Background: an optimization exercise with open tools, aiming at small area, a short achievable clock period and few clock cycles per item. Do not read the settings as production practice.
RTL that was checked went through simulation tests only; none was proved equivalent to the original.
Power is estimated from default activity; no workload was simulated.

Setup of oak:
==> flow/design.v (excerpt) <==
module kyber_noise_acc
(
	input  logic        clk,
	input  logic        rst,
	input  logic        start_i,
	input  logic        noise_empty_i,
	output logic        noise_req_o,
	input  kyber_params_pkg::noise_word_t noise_i,
	input  logic        poly_empty_i,
	output logic        poly_req_o,
	input  kyber_params_pkg::poly_word_t  poly_i,
	output kyber_params_pkg::poly_word_t  sum_o,
	output logic        sum_valid_o,
	output logic        done_o
);
	logic       step;
	logic       last;
	logic       slot_next;
	logic       noise_req_q;  
	logic       poly_req_q;   
	logic       last_q;       
	noise_acc_ctrl_pkg::noise_enc_t samples;
	noise_acc_ctrl_pkg::noise_enc_t stored;
	kyber_params_pkg::poly_word_t   sum_next;
	noise_acc_fsm u_fsm (
		.clk           (clk),
		.rst           (rst),
		.start_i       (start_i),
		.noise_empty_i (noise_empty_i),
		.poly_empty_i  (poly_empty_i),
		.last_i        (last),
		.slot_next_i   (slot_next),
		.noise_req_o   (noise_req_o),
		.poly_req_o    (poly_req_o),
		.step_o        (step)
	);
	word_counter u_counter (
		.clk         (clk),
		.clr_i       (start_i),
		.step_i      (step),
		.last_o      (last),
		.slot_next_o (slot_next)
	);
	always_ff @(posedge clk) begin
		if (rst) begin
			noise_req_q <= 1'b0;
			poly_req_q  <= 1'b0;
		end else begin
			noise_req_q <= noise_req_o;
			poly_req_q  <= poly_req_o;
		end
		last_q <= poly_req_o && last;
	end
	cbd_sampler u_sampler (
		.word_i    (noise_i),
		.samples_o (samples)
	);
	poly_ram u_ram (
		.clk       (clk),
		.shift_i   (noise_req_q || poly_req_q),
		.wr_data_i (samples),
		.rd_data_o (stored)
	);
	mod_q_adder u_adder (
		.a_i   (poly_i),
		.b_i   (stored),
		.sum_o (sum_next)
	);
	always_ff @(posedge clk) begin
		sum_o <= sum_next;
		if (rst) begin
			sum_valid_o <= 1'b0;
			done_o      <= 1'b0;
		end else begin
			sum_valid_o <= poly_req_q;
  ...
For scale: about 2600 cells after synthesis, ~130 I/O pins, roughly 26000 um^2 of cells after synthesis.
clock: 6.0 ns
lec_check: 0
abc_area: 1
cap_margin: 20
core_margin: 2
core_utilization: 40
setup_slack_margin: 3.0
slew_margin: 20
run.sh (not shown) runs the stock make flow with config.mk's settings and CLKGATE_MAP_FILE= SYNTH_SCRIPT=/design/flow/synth_recipe.tcl, a recipe that flattens the netlist after the stock synthesis.
## Diff of input files: pine against oak
-- flow/config.mk --
<<< oak, line 6
export NUM_CORES = 4
export LEC_CHECK = 0
export ABC_AREA = 1
export CAP_MARGIN = 20
export CORE_MARGIN = 2
>>> pine, line 6
export NUM_CORES = 4
export LEC_CHECK = 0
export ABC_CLOCK_PERIOD_IN_PS = 2500
export CAP_MARGIN = 20
export CORE_MARGIN = 2
Results
- pine: flow completed, timing, DRC and antenna clean
- oak has higher normalized max-slew margin than pine.
- Compared with oak, in pine count of plain and timing-repair buffers higher; combinational power share down 21 points; die area decreased by about 4.5% relative to the old numbers.
- Cmp oak and pine / clock period minus final worst setup slack / lower: oak
- The estimated power of pine ends up lower than the estimate for oak.
- Against oak, the final cell area of pine is lower.
- Total length of routed wires, oak and pine, lower one = pine.
No run of this note included a check of the RTL's function; only the layout flow was run.

---

Setup of job 3854:
kyber_noise_acc, a different RTL version from the one above (not shown whole).
Size: ~1500 cells after synthesis, ~830 flip-flops, ~22000 um^2 of cells after synthesis.
Settings: LEC_CHECK=0, ABC_AREA=0, CAP_MARGIN=20, CORE_MARGIN=2, CORE_UTILIZATION=60, CTS_BUF_LIST=sky130_fd_sc_hd__clkbuf_8, CTS_CLUSTER_DIAMETER=60, CTS_CLUSTER_SIZE=20, SETUP_SLACK_MARGIN=3.4, SLEW_MARGIN=20; clock period 6.0 ns.
standard.sh (not shown) runs the stock make flow with config.mk's settings and CLKGATE_MAP_FILE= SYNTH_SCRIPT=/design/flow/synth_recipe.tcl, a recipe that flattens the netlist after the stock synthesis.
==> flow/flow/run.sh <==
#!/bin/bash
# Standard layout, with plain buffers (instead of the default delay-cell
# buffers) on the ports.
set -e
export BUFFER_PORTS_ARGS="-buffer_cell sky130_fd_sc_hd__buf_1"
bash standard.sh > standard.log 2>&1
Job 3854 finished end to end and its layout was clean on timing, DRC and antenna.
> inputs changed (job 3854 -> job 4974)
Settings: SETUP_SLACK_MARGIN: 3.4 -> 3.3; ABC_AREA: 0 -> 1.
==> flow/flow/run.sh <==
#!/bin/bash
# Standard layout, with three changes:
# - synthesis maps logic with an area-oriented ABC script (flow/synth.tcl),
# - plain buffers (instead of the default delay-cell buffers) on the ports,
# - a clock tree without dummy balancing loads.
set -e
export FLOW_WORK=$PWD
export FLOW_ABC_SCRIPT=$PWD/flow/abc_area_map.script
export BUFFER_PORTS_ARGS="-buffer_cell sky130_fd_sc_hd__buf_1"
export CTS_ARGS="-sink_clustering_enable -repair_clock_nets -sink_clustering_size 20 -sink_clustering_max_diameter 60 -buf_list sky130_fd_sc_hd__clkbuf_8 -dont_use_dummy_load"
sed "s#SYNTH_SCRIPT=[^ ]*#SYNTH_SCRIPT=$PWD/flow/synth.tcl#" standard.sh > flow_standard.sh
bash flow_standard.sh > standard.log 2>&1
==> flow/flow/abc_area_map.script (new file) <==
strash
&get -n
&st
&synch2
&put
dch -f
amap
topo
stime -c
==> flow/flow/synth.tcl (new file) <==
# The standard flow's synthesis (synth_recipe.tcl in the work folder), with the ABC
# mapping script replaced by the area-oriented one in this folder.
proc abc {args} {
  set i [lsearch -exact $args -script]
  if {$i >= 0} { lset args [expr {$i + 1}] $::env(FLOW_ABC_SCRIPT) }
  yosys abc {*}$args
}
source $::env(FLOW_WORK)/synth_recipe.tcl
Notes after the runs:
- Job 4974: no failed stages, no open violations at the end
- Final setup slack of the worst path: job 4974 better than job 3854
- Count of clock-buffer cells in the layout: job 4974 < job 3854
- Of job 4974 and job 3854, it is job 4974 that has the higher combinational share of power.
- Compared job 4974 vs job 3854, and number of tap cells added at floorplan is down in job 4974.
- The power density of the placed cells reported for job 4974 is greater than that of job 3854 by 96 nW/um^2.
- Job 4974 — fraction of the mapped netlist area in simple logic gates 0.38 points lower, job 3854 as reference
- Between job 3854 and job 4974, the starting density of the core is lower for job 4974.
- Looking only at final period demand of the worst path, and setting everything else aside, the lower value of job 3854 and job 4974 goes to job 4974.
- Maximum vdd drop delta (job 4974 − job 3854): unfavourable
- Taking job 3854 as the reference, in job 4974 sequential share of layout area increased by 1.5 points relative to the old numbers; sequential share of power increased by 1.5 points relative to the old numbers.
#### Input delta (job 8361 over job 4974)
Settings: changing SETUP_SLACK_MARGIN from 3.3 to 3.4.
==> flow/flow/run.sh <==
#!/bin/bash
# Standard layout, with plain buffers (instead of the default delay-cell
# buffers) on the ports, and a clock tree without dummy balancing loads.
set -e
export BUFFER_PORTS_ARGS="-buffer_cell sky130_fd_sc_hd__buf_1"
export CTS_ARGS="-sink_clustering_enable -repair_clock_nets -sink_clustering_size 20 -sink_clustering_max_diameter 60 -buf_list sky130_fd_sc_hd__clkbuf_8 -dont_use_dummy_load"
bash standard.sh > standard.log 2>&1
removed: flow/flow/abc_area_map.script
removed: flow/flow/synth.tcl
### Flow results
[job 8361] layout buffer count excluding clock buffers fell about 19% relative to job 4974. Job 4974 → job 8361: met1 track demand over resource in global routing now smaller, global-route usage comparable, first-pass GRT wire length now larger. For job 4974, the slowest cell on the critical path was sky130_fd_sc_hd__fa_2, unlike job 8361, where it was sky130_fd_sc_hd__fa_1.
Inputs modified between job 8361 and job 4694:
==> flow/flow/run.sh <==
#!/bin/bash
# Standard layout, with plain buffers (instead of the default delay-cell
# buffers) on the ports.
set -e
export BUFFER_PORTS_ARGS="-buffer_cell sky130_fd_sc_hd__buf_1"
bash standard.sh > standard.log 2>&1
--- outcome ---
- Compared with job 8361, job 4694 shows a clock period minus worst slack that is 0.044 ns lower.
- Comparing job 4694 and job 8361, critical path arrival is higher on job 8361.
- Job 8361 → job 4694: share of the core filled with cells rose 0.40 points; sum of routed wire length over all layers about even; number of signal-net buffers in the layout fell 1.
- ~same detailed-route via count in job 4694 and job 8361
- A critical path's slowest cell of sky130_fd_sc_hd__fa_1 is what job 8361 shows, while sky130_fd_sc_hd__buf_6 belongs to job 4694.
No functional check of the RTL was part of any run of this note.

---

The RTL this note starts from:
==> flow/design.v <==
`timescale 1ns/1ps
package kyber_params_pkg;
	localparam int KYBER_Q = 3329;  
	localparam int COEFF_W = 12;  
	localparam int LANES = 4;  
	localparam int NOISE_W = 25;
	localparam int ETA_SEL_BIT = NOISE_W - 1;
	typedef logic [COEFF_W-1:0] coeff_t;
	typedef logic [LANES*COEFF_W-1:0] poly_word_t;
	typedef logic [NOISE_W-1:0] noise_word_t;
endpackage
`timescale 1ns/1ps
package noise_acc_ctrl_pkg;
	localparam int WORDS_PER_POLY = 64;  
	localparam int WORD_IDX_W = $clog2(WORDS_PER_POLY);
	localparam int RING_LEN = 4;
	localparam int RING_LEN_W = $clog2(RING_LEN);
	localparam int RINGS = WORDS_PER_POLY / RING_LEN;
	localparam int NOISE_SAMPLE_W = 3;
	localparam int NOISE_ENC_W = 4 * NOISE_SAMPLE_W;  
	typedef logic [WORD_IDX_W-1:0] word_idx_t;
	typedef logic [NOISE_ENC_W-1:0] noise_enc_t;
endpackage
`timescale 1ns/1ps
module noise_acc_fsm
(
	input  logic clk,
	input  logic rst,
	input  logic start_i,
	input  logic noise_empty_i,
	input  logic poly_empty_i,
	input  logic last_i,       
	input  logic slot_i,       
	input  logic slot_next_i,  
	output logic idle_o,       
	output logic noise_req_o,
	output logic poly_req_o,
	output logic noise_take_o,  
	output logic poly_take_o,   
	output logic step_o
);
	logic noise_act_q;   
	logic poly_act_q;    
	logic noise_wait_q;  
	logic poly_wait_q;   
	logic noise_act_d;
	logic poly_act_d;
	assign idle_o = !noise_act_q && !poly_act_q;
	assign noise_req_o = !(noise_empty_i || noise_wait_q);
	assign poly_req_o  = !(poly_empty_i || poly_wait_q);
	assign noise_take_o = !noise_empty_i && (idle_o || (noise_act_q && slot_i));
	assign poly_take_o  = !poly_empty_i && poly_act_q && slot_i;
	assign step_o       = noise_take_o || poly_take_o;
	assign noise_act_d = start_i || (noise_act_q && !(noise_take_o && last_i));
	assign poly_act_d  = (noise_take_o && last_i) || (poly_act_q && !(poly_take_o && last_i));
	always_ff @(posedge clk) begin
		if (rst) begin
			noise_act_q  <= 1'b0;
			poly_act_q   <= 1'b0;
			noise_wait_q <= 1'b0;
			poly_wait_q  <= 1'b1;
		end else begin
			noise_act_q  <= noise_act_d;
			poly_act_q   <= poly_act_d;
			noise_wait_q <= !((noise_act_d && slot_next_i) || (!noise_act_d && !poly_act_d));
			poly_wait_q  <= !(poly_act_d && slot_next_i);
		end
	end
endmodule
`timescale 1ns/1ps
module word_counter
(
	input  logic                          clk,
	input  logic                          clr_i,   
	input  logic                          step_i,  
	output logic                          last_o,
	output logic                          slot_o,      
	output logic                          slot_next_o  
);
	noise_acc_ctrl_pkg::word_idx_t idx_q;  
	logic [noise_acc_ctrl_pkg::RING_LEN_W-1:0] mis_q;
	logic [noise_acc_ctrl_pkg::RING_LEN_W-1:0] mis_next;
	noise_acc_ctrl_pkg::word_idx_t idx;    
	assign idx      = clr_i ? '0 : idx_q;
	assign last_o   = &idx;
	assign mis_next = clr_i ? '0 : mis_q + noise_acc_ctrl_pkg::RING_LEN_W'(!step_i);
	assign slot_o      = mis_q == '0;
	assign slot_next_o = mis_next == '0;
	always_ff @(posedge clk) begin
		idx_q <= idx + noise_acc_ctrl_pkg::WORD_IDX_W'(step_i);
		mis_q <= mis_next;
	end
endmodule
`timescale 1ns/1ps
module cbd_sampler
(
	input  kyber_params_pkg::noise_word_t word_i,
	output noise_acc_ctrl_pkg::noise_enc_t samples_o
);
	for (genvar n = 0; n < kyber_params_pkg::LANES; n++) begin : g_lane
		logic [1:0] pos_sum;
		logic [1:0] neg_sum;
		assign pos_sum = word_i[kyber_params_pkg::ETA_SEL_BIT]
			? 2'(word_i[6*n]) + 2'(word_i[6*n+1]) + 2'(word_i[6*n+2])
			: 2'(word_i[4*n]) + 2'(word_i[4*n+1]);
		assign neg_sum = word_i[kyber_params_pkg::ETA_SEL_BIT]
			? 2'(word_i[6*n+3]) + 2'(word_i[6*n+4]) + 2'(word_i[6*n+5])
			: 2'(word_i[4*n+2]) + 2'(word_i[4*n+3]);
		assign samples_o[n*noise_acc_ctrl_pkg::NOISE_SAMPLE_W +: noise_acc_ctrl_pkg::NOISE_SAMPLE_W] = {1'b0, pos_sum} - {1'b0, neg_sum};
	end
endmodule
`timescale 1ns/1ps
module poly_ram
(
	input  logic                           clk,
	input  logic                           shift_i,
	input  noise_acc_ctrl_pkg::noise_enc_t wr_data_i,
	output noise_acc_ctrl_pkg::noise_enc_t rd_data_o
);
	localparam int RINGS = noise_acc_ctrl_pkg::RINGS;
	localparam int LEN   = noise_acc_ctrl_pkg::RING_LEN;
	noise_acc_ctrl_pkg::noise_enc_t ring [RINGS][LEN];
	for (genvar j = 0; j < RINGS; j++) begin : g_ring
		noise_acc_ctrl_pkg::noise_enc_t feed;
		if (j == 0) begin : g_head
			assign feed = wr_data_i;
		end else begin : g_link
			assign feed = ring[j-1][LEN-1];
		end
		always_ff @(posedge clk) begin
			ring[j][0] <= shift_i ? feed : ring[j][LEN-1];
			for (int i = 1; i < LEN; i++)
				ring[j][i] <= ring[j][i-1];
		end
	end
	assign rd_data_o = ring[RINGS-1][LEN-1];
endmodule
`timescale 1ns/1ps
module mod_q_adder
(
	input  kyber_params_pkg::poly_word_t   a_i,
	input  noise_acc_ctrl_pkg::noise_enc_t b_i,
	output kyber_params_pkg::poly_word_t   sum_o
);
	function automatic kyber_params_pkg::coeff_t add_mod_q(input kyber_params_pkg::coeff_t a, input logic [2:0] b);
		logic [1:0]  lo;
		logic        c2;
		logic        inc;
		logic        dec;
		logic [9:0]  ones;   
		logic [9:0]  zeros;  
		logic [11:0] raw;
		logic        wrap_lo;
		logic        wrap_hi;
		lo[0] = a[0] ^ b[0];
		lo[1] = a[1] ^ b[1] ^ (a[0] & b[0]);
		c2    = (a[1] & b[1]) | ((a[1] ^ b[1]) & a[0] & b[0]);
		inc   = !b[2] && c2;
		dec   = b[2] && !c2;
		for (int k = 0; k < 10; k++) begin
			ones[k]  = &(a[11:2] | ~((10'd1 << k) - 10'd1));
			zeros[k] = ~|(a[11:2] & ((10'd1 << k) - 10'd1));
		end
		raw[1:0] = lo;
		for (int i = 2; i < 12; i++)
			raw[i] = a[i] ^ ((inc && ones[i-2]) || (dec && zeros[i-2]));
		wrap_lo = dec && a[11:2] == 10'h000;                                                  
		wrap_hi = !b[2] && lo != 2'b00 && (a[11:2] == 10'h340 || (a[11:2] == 10'h33F && c2));  
		if (wrap_lo)
			add_mod_q = {3'b110, lo == 2'b11, {6{lo != 2'b11}}, lo + 2'd1};  
		else if (wrap_hi)
			add_mod_q = {10'd0, lo - 2'd1};
		else
			add_mod_q = raw;
	endfunction
	for (genvar n = 0; n < kyber_params_pkg::LANES; n++) begin : g_lane
		assign sum_o[n*kyber_params_pkg::COEFF_W +: kyber_params_pkg::COEFF_W] = add_mod_q(
			a_i[n*kyber_params_pkg::COEFF_W +: kyber_params_pkg::COEFF_W],
			b_i[n*noise_acc_ctrl_pkg::NOISE_SAMPLE_W +: noise_acc_ctrl_pkg::NOISE_SAMPLE_W]);
	end
endmodule
`timescale 1ns/1ps
module kyber_noise_acc
(
	input  logic        clk,
	input  logic        rst,
	input  logic        start_i,
	input  logic        noise_empty_i,
	output logic        noise_req_o,
	input  kyber_params_pkg::noise_word_t noise_i,
	input  logic        poly_empty_i,
	output logic        poly_req_o,
	input  kyber_params_pkg::poly_word_t  poly_i,
	output kyber_params_pkg::poly_word_t  sum_o,
	output logic        sum_valid_o,
	output logic        done_o
);
	logic       step;
	logic       last;
	logic       slot;
	logic       idle;
	logic       slot_next;
	logic       noise_take;
	logic       poly_take;
	logic       noise_req_q;  
	logic       poly_req_q;   
	logic       last_q;       
	noise_acc_ctrl_pkg::noise_enc_t samples;
	noise_acc_ctrl_pkg::noise_enc_t stored;
	kyber_params_pkg::poly_word_t   sum_next;
	noise_acc_fsm u_fsm (
		.clk           (clk),
		.rst           (rst),
		.start_i       (start_i),
		.noise_empty_i (noise_empty_i),
		.poly_empty_i  (poly_empty_i),
		.last_i        (last),
		.slot_i        (slot),
		.slot_next_i   (slot_next),
		.idle_o        (idle),
		.noise_req_o   (noise_req_o),
		.poly_req_o    (poly_req_o),
		.noise_take_o  (noise_take),
		.poly_take_o   (poly_take),
		.step_o        (step)
	);
	word_counter u_counter (
		.clk         (clk),
		.clr_i       (idle),
		.step_i      (step),
		.last_o      (last),
		.slot_o      (slot),
		.slot_next_o (slot_next)
	);
	always_ff @(posedge clk) begin
		if (rst) begin
			noise_req_q <= 1'b0;
			poly_req_q  <= 1'b0;
		end else begin
			noise_req_q <= noise_take;
			poly_req_q  <= poly_take;
		end
		last_q <= poly_take && last;
	end
	cbd_sampler u_sampler (
		.word_i    (noise_i),
		.samples_o (samples)
	);
	poly_ram u_ram (
		.clk       (clk),
		.shift_i   (noise_req_q || poly_req_q),
		.wr_data_i (samples),
		.rd_data_o (stored)
	);
	mod_q_adder u_adder (
		.a_i   (poly_i),
		.b_i   (stored),
		.sum_o (sum_next)
	);
	always_ff @(posedge clk) begin
		sum_o <= sum_next;
		if (rst) begin
			sum_valid_o <= 1'b0;
			done_o      <= 1'b0;
		end else begin
			sum_valid_o <= poly_req_q;
			done_o      <= !start_i && (done_o || (poly_req_q && last_q));
		end
	end
endmodule
export LEC_CHECK = 0
export ABC_AREA = 1
export CAP_MARGIN = 20
export CORE_MARGIN = 2
export CORE_UTILIZATION = 60
export CTS_BUF_LIST = sky130_fd_sc_hd__clkbuf_8
export CTS_CLUSTER_DIAMETER = 60
export CTS_CLUSTER_SIZE = 20
export SETUP_SLACK_MARGIN = 3.4
export SLEW_MARGIN = 20
create_clock -name core_clock -period 6.0 [get_ports {clk}]
==> flow/flow/run.sh <==
#!/bin/bash
# Standard layout, with three changes:
# - synthesis maps logic with an area-oriented ABC script (flow/synth.tcl),
# - plain buffers (instead of the default delay-cell buffers) on the ports,
# - a clock tree without dummy balancing loads.
set -e
export FLOW_WORK=$PWD
export FLOW_ABC_SCRIPT=$PWD/flow/abc_area_map.script
export BUFFER_PORTS_ARGS="-buffer_cell sky130_fd_sc_hd__buf_1"
export CTS_ARGS="-sink_clustering_enable -repair_clock_nets -sink_clustering_size 20 -sink_clustering_max_diameter 60 -buf_list sky130_fd_sc_hd__clkbuf_8 -dont_use_dummy_load"
sed "s#SYNTH_SCRIPT=[^ ]*#SYNTH_SCRIPT=$PWD/flow/synth.tcl#" standard.sh > flow_standard.sh
bash flow_standard.sh > standard.log 2>&1
==> flow/flow/abc_area_map.script <==
strash
dch -f
amap
topo
stime -c
==> flow/flow/synth.tcl <==
# The standard flow's synthesis (synth_recipe.tcl in the work folder), with the ABC
# mapping script replaced by the area-oriented one in this folder.
proc abc {args} {
  set i [lsearch -exact $args -script]
  if {$i >= 0} { lset args [expr {$i + 1}] $::env(FLOW_ABC_SCRIPT) }
  yosys abc {*}$args
}
source $::env(FLOW_WORK)/synth_recipe.tcl
Testbench counts at the start, summed over its fixed seeds: cycles 16,640, transforms 128.
Change:
==> flow/flow/run.sh (replaced) <==
#!/bin/bash
# Standard layout, with plain buffers (instead of the default delay-cell
# buffers) on the ports, and a clock tree without dummy balancing loads.
set -e
export BUFFER_PORTS_ARGS="-buffer_cell sky130_fd_sc_hd__buf_1"
export CTS_ARGS="-sink_clustering_enable -repair_clock_nets -sink_clustering_size 20 -sink_clustering_max_diameter 60 -buf_list sky130_fd_sc_hd__clkbuf_8 -dont_use_dummy_load"
bash standard.sh > standard.log 2>&1
CORE_UTILIZATION = 70   (was 60)
removed: flow/flow/abc_area_map.script
removed: flow/flow/synth.tcl
The changed run completed with no timing, DRC or antenna violations.
Worst hold slack improved by 8.9 ps.
Wire length climbs by about 4.7%.
Maximum frequency goes up by 1.1%.
Change:
==> flow/flow/run.sh (replaced) <==
#!/bin/bash
# Standard layout, with plain buffers (instead of the default delay-cell
# buffers) on the ports.
set -e
export BUFFER_PORTS_ARGS="-buffer_cell sky130_fd_sc_hd__buf_1"
bash standard.sh > standard.log 2>&1
CORE_UTILIZATION = 40   (was 70)
After rerunning:
- The new run completed with no timing, DRC or antenna violations
- routed wire length climbs by about 2%
- combinational power is lower by about 1%
- non-clock buffer count is lower by 1
- sequential share of layout area shrinks by 1.9 points
- global-route usage fell by 7.7 points
- core utilization came out lower by 31 points
- worst setup slack improves by 3.6 ps
- maximum frequency is about the same
- design area goes up by about 2.8%
- synthesized area stays the same
- worst hold slack is better by 9.0 ps
Change:
==> flow/flow/run.sh (replaced) <==
#!/bin/bash
# Standard layout, with three changes:
# - synthesis maps logic with an area-oriented ABC script (flow/synth.tcl),
# - plain buffers (instead of the default delay-cell buffers) on the ports,
# - a clock tree without dummy balancing loads.
set -e
export FLOW_WORK=$PWD
export FLOW_ABC_SCRIPT=$PWD/flow/abc_area_map.script
export BUFFER_PORTS_ARGS="-buffer_cell sky130_fd_sc_hd__buf_1"
export CTS_ARGS="-sink_clustering_enable -repair_clock_nets -sink_clustering_size 20 -sink_clustering_max_diameter 60 -buf_list sky130_fd_sc_hd__clkbuf_8 -dont_use_dummy_load"
sed "s#SYNTH_SCRIPT=[^ ]*#SYNTH_SCRIPT=$PWD/flow/synth.tcl#" standard.sh > flow_standard.sh
bash flow_standard.sh > standard.log 2>&1
==> flow/flow/abc_area_map.script (new file) <==
strash
dch -f
amap
topo
stime -c
==> flow/flow/synth.tcl (new file) <==
# The standard flow's synthesis (synth_recipe.tcl in the work folder), with the ABC
# mapping script replaced by the area-oriented one in this folder.
proc abc {args} {
  set i [lsearch -exact $args -script]
  if {$i >= 0} { lset args [expr {$i + 1}] $::env(FLOW_ABC_SCRIPT) }
  yosys abc {*}$args
}
source $::env(FLOW_WORK)/synth_recipe.tcl
CORE_UTILIZATION = 60   (was 40)
SETUP_SLACK_MARGIN = 3.3   (was 3.4)
What happened:
- first-iteration DRC count came out higher by about 2.4%
- synthesized cell count came out lower by 22%
- worst setup slack degrades by 7.5 ps
- power came out lower by about 2%
- routed wire length came out lower by about 7.5%
- maximum frequency is about the same
- synthesized area came out lower by about 5%

==> afterwards: timing with drivers on the ports <==
The results above use ideal ports. As a check the final layouts listed here were re-extracted and re-timed, cells and wires unchanged. Step 1: set_driving_cell puts a clkbuf_16 on clk and a buf_2 on each other input, an assumption about the parent block. Step 2 times the ports against the registers' clock, not the clock port: input delays grow and output delays shrink by t, the midpoint of the rising clock arrivals with the driver on. Slacks: no drivers / after step 1 / after step 2; pairs: no drivers / after step 1.
| run | shift t [ns] | setup WS [ns] | slew at the worst register clock pin (ns) | pins driven straight from the clock port |
|---|---|---|---|---|
| oak | 0.646 | 3.049 / 3.063 / 2.417 | 0.07 / 0.07 | 1 |
| pine | 0.665 | 2.301 / 2.320 / 1.654 | 0.07 / 0.07 | 1 |
| job 3854 | 0.679 | 3.107 / 3.116 / 2.437 | 0.11 / 0.11 | 1 |
| job 4974 | 0.611 | 3.210 / 3.161 / 2.550 | 0.11 / 0.11 | 1 |
| job 8361 | 0.664 | 3.272 / 3.203 / 2.539 | 0.11 / 0.11 | 1 |
| job 4694 | 0.694 | 3.316 / 3.283 / 2.614 | 0.11 / 0.11 | 1 |
| the first run of note 3 | 0.644 | 3.275 / 3.283 / 2.639 | 0.11 / 0.11 | 1 |
| the second run of note 3 | 0.619 | 3.305 / 3.272 / 2.960 | 0.12 / 0.12 | 1 |
| the third run of note 3 | 0.700 | 3.309 / 3.274 / 2.889 | 0.11 / 0.11 | 1 |
| the fourth run of note 3 | 0.633 | 3.301 / 3.260 / 2.704 | 0.11 / 0.11 | 1 |
After both steps every run listed still meets setup and hold. For job 8361, which loses most, drivers alone change the setup slack by -0.069 ns; drivers and shift together by -0.733 ns.
